This is an optimization exercise on Yosys and OpenROAD, whose aim is small area, not a production implementation.
Function was checked by simulation only, so behaviour that the tests miss may differ from the original.

==> flow/design.v, too long to show whole: its modules and the start of the top module <==
// module fast_frame_ctrl: 47 lines
// module fast_window: 47 lines
// module fast_segment_test: 3133 lines
// module fast_border_mask: 22 lines
// module fast_detector: 61 lines
module fast_detector #(
    parameter int IMG_WIDTH  = 32,
    parameter int IMG_HEIGHT = 24,
    parameter int EDGE       = 4,
    parameter int THRESHOLD  = 20
) (
    input  logic   i_clk,
    input  logic   i_rst_n,
    input  logic   i_valid,
    input  logic   i_start,
    input  logic [7:0]  i_pixel,
    output logic   o_ready,
    output logic   o_start,
    output logic   o_end,
    output logic   o_point_valid,
    output logic [28:0] o_point
);
  // ...
==> flow/run.sh <==
#!/bin/bash
# synth_recipe.tcl (not shown) runs the flow's synth.tcl, then flattens the netlist and writes it again
# the make line also repeats each setting of config.mk as NAME=value (left out here)
make -C /OpenROAD-flow-scripts/flow DESIGN_CONFIG=/design/flow/config.mk WORK_HOME=/design/flow/orfs CLKGATE_MAP_FILE= SYNTH_SCRIPT=/design/flow/synth_recipe.tcl finish
==> flow/config.mk <==
export PLATFORM = sky130hd
export DESIGN_NAME = fast_detector
export DESIGN_NICKNAME = fast_detector
export VERILOG_FILES = /design/flow/design.v
export SDC_FILE = /design/flow/constraint.sdc
export NUM_CORES = 4
export LEC_CHECK = 0
export ABC_AREA = 1
export CAP_MARGIN = 20
export CORE_MARGIN = 2
export CORE_UTILIZATION = 65
export CTS_BUF_LIST = sky130_fd_sc_hd__clkbuf_8
export CTS_CLUSTER_DIAMETER = 80
export CTS_CLUSTER_SIZE = 16
export PLACE_DENSITY = 0.75
export SLEW_MARGIN = 20
==> flow/constraint.sdc <==
create_clock -name core_clock -period 20.0 [get_ports {i_clk}]
set_input_delay 4.0000 -clock core_clock [delete_from_list [all_inputs] [get_ports {i_clk}]]
set_output_delay 4.0000 -clock core_clock [all_outputs]
set_load 0.01 [all_outputs]
==> summary.md, run 1 <==
| Metric | Value |
|---|---|
| Pins Over Slew Limit | 0 |
| Signal buffers | 68 |
| Ys async rst share | 0.132% |
| Post-synth top area cell | edfxtp_1 |
| Critical Path Start | i_fast_window.chain[720] |
| Least-Margin Pin Slew | 1.22 ns |
| CP endpoint kind | output port |
| Busiest grt layer | met2 |
| Routability-driven placement congestion ratio | 0.960 |
| Die Span Y | 308 um |
| FF+latch count, synth | 1,516 |
| Sum Neg Setup Slack | 0 ns |
| Met1 global-route usage | 37.0% |
| Number of flip-flops in the largest register | 1,456 |
| Reg2reg setup slack | 14.29 ns |
| Clock buf count | 106 |
| Core region area | 0.0917 mm^2 |
| Largest net degree at the start of global routing | 220 |
| Syn Area/Cell | 18.5 um^2 |
| Fill count | 5,527 |
| Met2 wire len | 59.9 mm |
| Hold_sp | i_fast_window.head[10] |
| Most flops, register | i_fast_window.chain |
| Setup Fix Bufs, Post-CTS | 0 |
| Hold depth | 0 |
| #MultiIn Comb | 1,224 |
| Fraction of area in multi-input gates | 20.1% |
| Mux contribution to synthesized area | 0% |
| Post-synth top area share | 75.1% |
| Worst hold slack | 0.387 ns |
| Hold Path Class | flip-flop to flip-flop |
| Total number of yosys warnings | 4 |
| Run status | complete, no violations |
| Cell Rows | 111 |
| Vias in the first global route | 27,818 |
| Setup violators final | 0 |
==> run 2, diff against run 1 <==
--- a/flow/config.mk
+++ b/flow/config.mk
@@ -9,8 +9,5 @@
 export CAP_MARGIN = 20
 export CORE_MARGIN = 2
 export CORE_UTILIZATION = 65
-export CTS_BUF_LIST = sky130_fd_sc_hd__clkbuf_8
-export CTS_CLUSTER_DIAMETER = 80
-export CTS_CLUSTER_SIZE = 16
 export PLACE_DENSITY = 0.75
 export SLEW_MARGIN = 20
==> run 2 against run 1 <==
  * Worst setup slack gained 0.034 ns
  * Largest cell class unchanged
  * Clock-buffer cell count grew 71
  * Register-to-register slack gained 0.09 ns
  * Hold slack gained 0.014 ns
  * Via count grew 8.8%
  * Cell area grew 4.4%
  * Synthesized cell count is the same
==> summary.md, run 2 <==
| Metric | Value |
|---|---|
| Cells after DPL | 4,488 (unchanged) |
| Worst-path fanout max | 20 (unchanged) |
| Final ANT Viol Nets | 0 (unchanged) |
| Ys async rst share | 0.132% (unchanged) |
| GR Layer Usage met2 | 50.4% (was 43.0%) |
| Setup violators final | 0 (unchanged) |
| Startpoint Class | flip-flop (unchanged) |
| Post-synth top area share | 75.1% (unchanged) |
| Clock sinks | 1,516 (unchanged) |
| Initial core utilization | 65.6% (unchanged) |
| Die area | 0.0950 mm^2 (unchanged) |
| Initial DRC Count | 4,320 (was 2,697) |
| Finished Core Util | 72.9% (was 69.8%) |
| Clock transition at path regs | 0.07 ns (was 0.10 ns) |
| Synth Flop Type | edfxtp_1 (unchanged) |
| Largest net degree at the start of global routing | 220 (unchanged) |
| Synth area leaders | edfxtp_1 (75%), fa_1 (14%), inv_1 (3.1%) (unchanged) |
| Clk root buf | clkbuf_16 (was clkbuf_8) |
| Most common cell in the netlist | edfxtp_1 (unchanged) |
| Initial DRT Pass Iterations | 8 (was 6) |
| Post-synth top area cell | edfxtp_1 (unchanged) |
| Post-DR wirelength/cell | 30.7 um (was 26.6 um) |
| Max clock buf depth | 3 (unchanged) |
| CP endpoint kind | output port (unchanged) |
| Multi-input gate area in the final layout | 0.0129 mm^2 (about the same) |
| Final routed DRC violation total | 0 (unchanged) |
| Run status | complete, no violations (unchanged) |
| Total number of yosys warnings | 4 (unchanged) |
| TritonCTS Buffers | 141 (was 106) |
| Post-Synthesis Cells | 3,245 (unchanged) |
| Initial antenna violation count | 4 (was 7) |
| Met1 global-route usage | 40.8% (was 37.0%) |
| Antenna diode count | 0 (was 3) |
| Synth Cell Area | 0.0602 mm^2 (unchanged) |
| Hold Path Class | flip-flop to flip-flop (unchanged) |
| Least-Margin Pin Slew | 1.14 ns (was 1.22 ns) |
| FF/Latch Area | 0.0454 mm^2 (unchanged) |
| Reg2reg setup slack | 14.38 ns (was 14.29 ns) |
| Vias post-DR | 28,596 (was 26,280) |
| HPWL Detailed | 88.7 mm (unchanged) |
| Routed vias/inst | 6.03 (was 5.69) |
| Critical path's slowest cell | o21ai_1 (was ha_1) |
| IO Count | 45 (unchanged) |
| Vias in the first global route | 30,380 (was 27,818) |
| Post-synth top cells | edfxtp_1 (1,504), inv_1 (495), fa_1 (418) (unchanged) |
| Final worst path period need | 17.88 ns (was 17.92 ns) |
| Worst path most repeated cell | fa_1 (unchanged) |
| # hold bufs at CTS | 0 (unchanged) |
| I/O Buffers | 34 (unchanged) |
| Cts repair resizes | 0 (unchanged) |
| Netlist cell types | 42 (unchanged) |
| Most common cell after layout, fill and taps aside | edfxtp_1 (unchanged) |
| Highest Clock Rate | 55.9 MHz (was 55.8 MHz) |
| Share of layout cells above drive strength 1 | 8.92% (was 7.08%) |
| Cell Rows | 111 (unchanged) |
| RSZ-0062 raised after global routing | false (unchanged) |
| Clock Latency Late Sink | 0.76 ns (was 0.80 ns) |
| Die Span Y | 308 um (unchanged) |
| Core region area | 0.0917 mm^2 (unchanged) |
| FF+latch count, synth | 1,516 (unchanged) |
| Pins Over Slew Limit | 0 (unchanged) |
| Setup CP Type | flip-flop to output port (unchanged) |
| Biggest regs | i_fast_window.chain x1456, i_fast_window.head x48, i_fast_frame_ctrl.o_cnt x10 (unchanged) |
| Slew Limit Headroom | 22.7% (was 19.0%) |
| Most frequent cells in the layout | edfxtp_1 (1,504), inv_1 (494), fa_1 (418) (was edfxtp_1 (1,504), inv_1 (503), fa_1 (418)) |
| Total routed wirelength | 146 mm (was 123 mm) |
| Setup Fix Bufs, Post-CTS | 0 (unchanged) |
| GRT overflow | 0 (unchanged) |
| H-tree levels | 4 (was 3) |
| Busiest grt layer | met2 (unchanged) |
| Final #Nets | 3,949 (was 3,913) |
| Final Hold Viols | 0 (unchanged) |
| Routability-driven placement congestion ratio | 0.960 (unchanged) |
| CP peak stage delay | 0.78 ns (was 0.71 ns) |
| Die width | 308 um (unchanged) |
| Tcrit/Tclk final | 89.4% (was 89.6%) |
| CTS tree | yes (unchanged) |
| Max-cap violations | 0 (unchanged) |
| EDFF count, synth | 1,504 (unchanged) |
| First-pass GRT wire length | 208 mm (was 178 mm) |
| Number of flip-flops in the largest register | 1,456 (unchanged) |
| Seq/Total Area, Yosys | 75.5% (unchanged) |
| Worst Skew | 0.0297 ns (was 0.0584 ns) |
| M3 GR Usage | 7.99% (was 4.92%) |
| Syn Area/Cell | 18.5 um^2 (unchanged) |
| Worst Path Arrival | 13.88 ns (was 13.92 ns) |
| Area Growth Syn to Fin | 11.1% (was 6.41%) |
| Tot GR Track Use | 31.7% (was 26.7%) |
| Post-Layout Cell Count | 4,741 (was 4,621) |
| Fill count | 5,121 (was 5,527) |
| Critical Path RT | 16.00 ns (about the same) |
| Most flops, register | i_fast_window.chain (unchanged) |
-- run 2: cell counts after synthesis --
Identical to the previous run, type by type.
-- run 2: cell type report --
class / count / share of cell area, %
Tap cell: 1186 / 2.22
Sequential cell: 1516 / 67.9
Inverter: 497 / 2.81
Multi-Input combinational cell: 1224 / 19.3
Clock buffer: 177 / 5.58
Clock inverter: 72 / 1.10
Timing Repair Buffer: 69 / 1.10
-- run 2: kinds of logic (layout without fill, tap and decap cells) --
group,after synthesis,count (layout),synth area share (%)
DFF,1516,1516,75.5
and+or+nand+nor,620,620,4.66
buffers and inverters,514,815,3.28
adders and majority gates,488,488,15.4
AOI/OAI and AO/OA,79,79,0.801
xor gates and xnor gates,27,27,0.393
other,1,10,0.00623
-- run 2: worst paths after layout --
check                                                 from                  endpoint  cells after the start
worst min register to register    i_fast_window.chain[287]  i_fast_window.chain[295]                      0
min in group asynchronous                          i_rst_n  i_fast_frame_ctrl.active                      1
worst max-delay path              i_fast_window.chain[720]                o_point[0]                     47
max in group asynchronous                          i_rst_n      i_fast_frame_ctrl.vq                      1
worst max register to register  i_fast_frame_ctrl.o_cnt[2]   i_fast_window.chain[88]                     10
worst min-delay path              i_fast_window.chain[287]  i_fast_window.chain[295]                      0
-- run 2: per-stage QoR --
step | setup WS (ns) | area, um^2 | TNS (ns) | hold WS (ns)
6_report | 2.12 | 66800 | 0 | 0.401
5_1_grt | 1.40 | 66800 | 0 | 0.415
4_1_cts | 2.18 | 66700 | 0 | 0.407
3_5_place_dp | 3.04 | 62300 | 0 | 0.405
3_3_place_gp | 3.22 | 62300 | 0 | 0.400
2_1_floorplan | -5.91 | 60200 | -8611.31 | 0.400
-- run 2: layer usage --
metal,vias to the layer above,wire [um]
met5,-,29
met4,4,9070
met3,527,13600
met2,1900,70700
met1,14507,52300
li1,11658,-
-- run 2: critical path, delay by kind of cell (launching register included) --
kind                     cells  cell delay, ns
adder cells (fa/ha/maj)     19            7.27
buffers and inverters       13            2.84
AND/OR/NAND/NOR             11            1.44
AO/OA/AOI/OAI                4            1.21
flip-flops                   1            0.36
==> run 3, diff against run 2 <==
--- a/flow/config.mk
+++ b/flow/config.mk
@@ -9,5 +9,8 @@
 export CAP_MARGIN = 20
 export CORE_MARGIN = 2
 export CORE_UTILIZATION = 65
+export CTS_BUF_LIST = sky130_fd_sc_hd__clkbuf_16
+export CTS_CLUSTER_DIAMETER = 100
+export CTS_CLUSTER_SIZE = 30
 export PLACE_DENSITY = 0.75
 export SLEW_MARGIN = 20
==> run 3 against run 2 <==
  * Sequential share of layout area is 3.1 points higher
  * Final cell count is 3.7% lower
  * Flip-flop and latch count stayed put
  * Via count is 7.8% lower
  * Die area stayed put
  * Cell area is 4.4% lower
  * Synthesized cell count stayed put
  * Critical path depth is 2 lower
  * Hold slack better by 0.0094 ns
  * Register-to-register slack worse by 0.02 ns
  * Largest cell class unchanged
  * Highest routed layer unchanged
==> summary.md, run 3 <==
| Metric | Value |
|---|---|
| HPWL Detailed | 88.7 mm (unchanged) |
| Post-synth top area share | 75.1% (unchanged) |
| Hold Path Class | flip-flop to flip-flop (unchanged) |
| CTS tree | yes (unchanged) |
| CP peak stage delay | 0.80 ns (was 0.78 ns) |
| Seq/Total Area, Yosys | 75.5% (unchanged) |
| I/O Buffers | 34 (unchanged) |
| Most flops, register | i_fast_window.chain (unchanged) |
| Initial DRT Pass Iterations | 9 (was 8) |
| Clock Latency Late Sink | 0.72 ns (was 0.76 ns) |
| Most common cell in the netlist | edfxtp_1 (unchanged) |
| CP Buf/Inv Count | 11 (was 13) |
| Worst Path Arrival | 13.85 ns (was 13.88 ns) |
| Initial core utilization | 65.6% (unchanged) |
| Cts repair resizes | 0 (unchanged) |
| IO Count | 45 (unchanged) |
| EDFF count, synth | 1,504 (unchanged) |
| H-tree levels | 2 (was 4) |
| Tot GR Track Use | 28.1% (was 31.7%) |
| Max clock buf depth | 3 (unchanged) |
| GRT overflow | 0 (unchanged) |
| Vias in the first global route | 28,023 (was 30,380) |
| First-pass GRT wire length | 187 mm (was 208 mm) |
| Setup Fix Bufs, Post-CTS | 0 (unchanged) |
| Netlist cell types | 42 (unchanged) |
| Run status | complete, no violations (unchanged) |
| Total number of yosys warnings | 4 (unchanged) |
| Largest net degree at the start of global routing | 220 (unchanged) |
| Syn Area/Cell | 18.5 um^2 (unchanged) |
| Worst Skew | 0.0415 ns (was 0.0297 ns) |
| Clock sinks | 1,516 (unchanged) |
| Post-Synthesis Cells | 3,245 (unchanged) |
| Critical path's slowest cell | o21ai_1 (unchanged) |
| Sum Neg Setup Slack | 0 ns (unchanged) |
| Highest Clock Rate | 56.0 MHz (was 55.9 MHz) |
| Biggest regs | i_fast_window.chain x1456, i_fast_window.head x48, i_fast_frame_ctrl.o_cnt x10 (unchanged) |
| Most common cell after layout, fill and taps aside | edfxtp_1 (unchanged) |
| Setup violators final | 0 (unchanged) |
| Final WS setup | 2.15 ns (was 2.12 ns) |
| Vias post-DR | 26,362 (was 28,596) |
| Setup WS pre-CTS | 3.04 ns (unchanged) |
| Finished Cell Area | 0.0639 mm^2 (was 0.0668 mm^2) |
| # hold bufs at CTS | 0 (unchanged) |
| Initial antenna violation count | 4 (unchanged) |
| Total routed wirelength | 129 mm (was 146 mm) |
| Largest delay contributor family on the critical path | adder cells (unchanged) |
| Startpoint Class | flip-flop (unchanged) |
| Final routed DRC violation total | 0 (unchanged) |
| Die Span Y | 308 um (unchanged) |
| Ys async rst share | 0.132% (unchanged) |
| Die width | 308 um (unchanged) |
| Post-DR wirelength/cell | 28.2 um (was 30.7 um) |
| Final Hold Viols | 0 (unchanged) |
| Tcrit/Tclk final | 89.2% (was 89.4%) |
| Clk root buf | clkbuf_16 (unchanged) |
| Post-synth top area cell | edfxtp_1 (unchanged) |
| Critical Path RT | 16.00 ns (about the same) |
| Setup CP Type | flip-flop to output port (unchanged) |
| RSZ-0062 raised after global routing | false (unchanged) |
| Die area | 0.0950 mm^2 (unchanged) |
| Post-Layout Cell Count | 4,564 (was 4,741) |
| Most frequent cells in the layout | edfxtp_1 (1,504), inv_1 (503), fa_1 (418) (was edfxtp_1 (1,504), inv_1 (494), fa_1 (418)) |
| Routability-driven placement congestion ratio | 0.960 (unchanged) |
| Area Growth Syn to Fin | 6.24% (was 11.1%) |
| Least-Margin Pin Slew | 1.21 ns (was 1.14 ns) |
| Final worst path period need | 17.85 ns (was 17.88 ns) |
| Cells after DPL | 4,488 (unchanged) |
| Max-cap violations | 0 (unchanged) |
| Synth Cell Area | 0.0602 mm^2 (unchanged) |
| Share of layout cells above drive strength 1 | 5.54% (was 8.92%) |
| Post-Place Cell Area | 0.0623 mm^2 (unchanged) |
| Final ANT Viol Nets | 0 (unchanged) |
| FF+latch count, synth | 1,516 (unchanged) |
| Number of flip-flops in the largest register | 1,456 (unchanged) |
| Clock transition at path regs | 0.11 ns (was 0.07 ns) |
| Synth Flop Type | edfxtp_1 (unchanged) |
| Slew Limit Headroom | 19.4% (was 22.7%) |
| Final #Nets | 3,863 (was 3,949) |
| Post-synth top cells | edfxtp_1 (1,504), inv_1 (495), fa_1 (418) (unchanged) |
| Cell Rows | 111 (unchanged) |
| Worst-path fanout max | 20 (unchanged) |
| Routed vias/inst | 5.78 (was 6.03) |
| Worst path most repeated cell | fa_1 (unchanged) |
| CP endpoint kind | output port (unchanged) |
| Pins Over Slew Limit | 0 (unchanged) |
| Core region area | 0.0917 mm^2 (unchanged) |
| Fill count | 5,574 (was 5,121) |
| Initial DRC Count | 2,905 (was 4,320) |
| Synth area leaders | edfxtp_1 (75%), fa_1 (14%), inv_1 (3.1%) (unchanged) |
| TritonCTS Buffers | 57 (was 141) |
## run 3: cell counts after synthesis
No cell type changed its count.
## run 3: layer usage
| metal | routed length (um) | track usage [%] | share of wire [%] | up-vias |
|---|---|---|---|---|
| met5 | 9 | 0 | 0.0070 | - |
| met4 | 5850 | 10.5 | 4.5 | 2 |
| met3 | 8010 | 4.80 | 6.2 | 253 |
| met2 | 63600 | 46.4 | 49 | 1076 |
| met1 | 51400 | 38.5 | 40 | 13658 |
| li1 | - | - | - | 11373 |
## run 3: cells by family after synthesis
family	Yosys count	share of synthesized area (%)
AO/OA/AOI/OAI	79	0.801
XOR/XNOR	27	0.393
adder cells (fa/ha/maj)	488	15.4
buffers and inverters	514	3.28
flip-flops	1516	75.5
other	1	0.00623
AND/OR/NAND/NOR	620	4.66
## run 3: layout make-up
cell class,instances,area [um^2],share of cell area [%]
inverter,497,1880,2.94
tap,1186,1480,2.32
clock buffer,58,1450,2.27
antenna,1,2.50,0.00392
timing repair buffer,67,677,1.06
multi-input combinational,1224,12900,20.1
clock inverter,15,125,0.196
sequential,1516,45400,71.1
## run 3: worst paths after layout
kind	startpoint	to	slack, ns	cells past startpoint
worst max-delay path	i_fast_window.chain[720]	o_point[0]	2.15	45
worst min-delay path	i_fast_window.chain[778]	i_fast_window.chain[786]	0.41	0
worst max register to register	i_fast_frame_ctrl.o_cnt[2]	i_fast_window.chain[1019]	14.36	8
worst min register to register	i_fast_window.chain[778]	i_fast_window.chain[786]	0.41	0
max in group asynchronous	i_rst_n	i_fast_frame_ctrl.vq	16.39	1
min in group asynchronous	i_rst_n	i_fast_frame_ctrl.active	3.47	1
## run 3: per-stage QoR
stage,utilization [%],hold WS [ns]
after floorplan,-,0.400
after detailed placement,67.9,0.405
after global placement,67.9,0.400
final,69.7,0.410
after CTS,69.6,0.415
after global routing,69.7,0.424

[afterwards: timing with drivers on the ports]
No port has a modelled driver above. Below, the same layouts with a new extraction and two added sets of constraints.
Step 1 sets driving cells, clkbuf_16 on the clock port and buf_2 on the other inputs (assumed; they add their load-dependent delay and slew).
Step 2 times the ports against the registers' clock, not the clock port: input delays grow and output delays shrink by t, the midpoint of the rising clock arrivals with the driver on.
a / b / c = ideal / step 1 / step 2; a / b = the first two.
run	t (ns)	slack for setup (ns)	worst setup path after step 2	slew at the worst register clock pin (ns)
run 1	0.842	2.081 / 2.009 / 2.851	register to output	0.12 / 0.12
run 2	0.824	2.115 / 2.042 / 2.866	register to output	0.08 / 0.08
run 3	0.768	2.153 / 2.080 / 2.847	register to output	0.12 / 0.12
After both steps setup and hold are still met in every run listed.
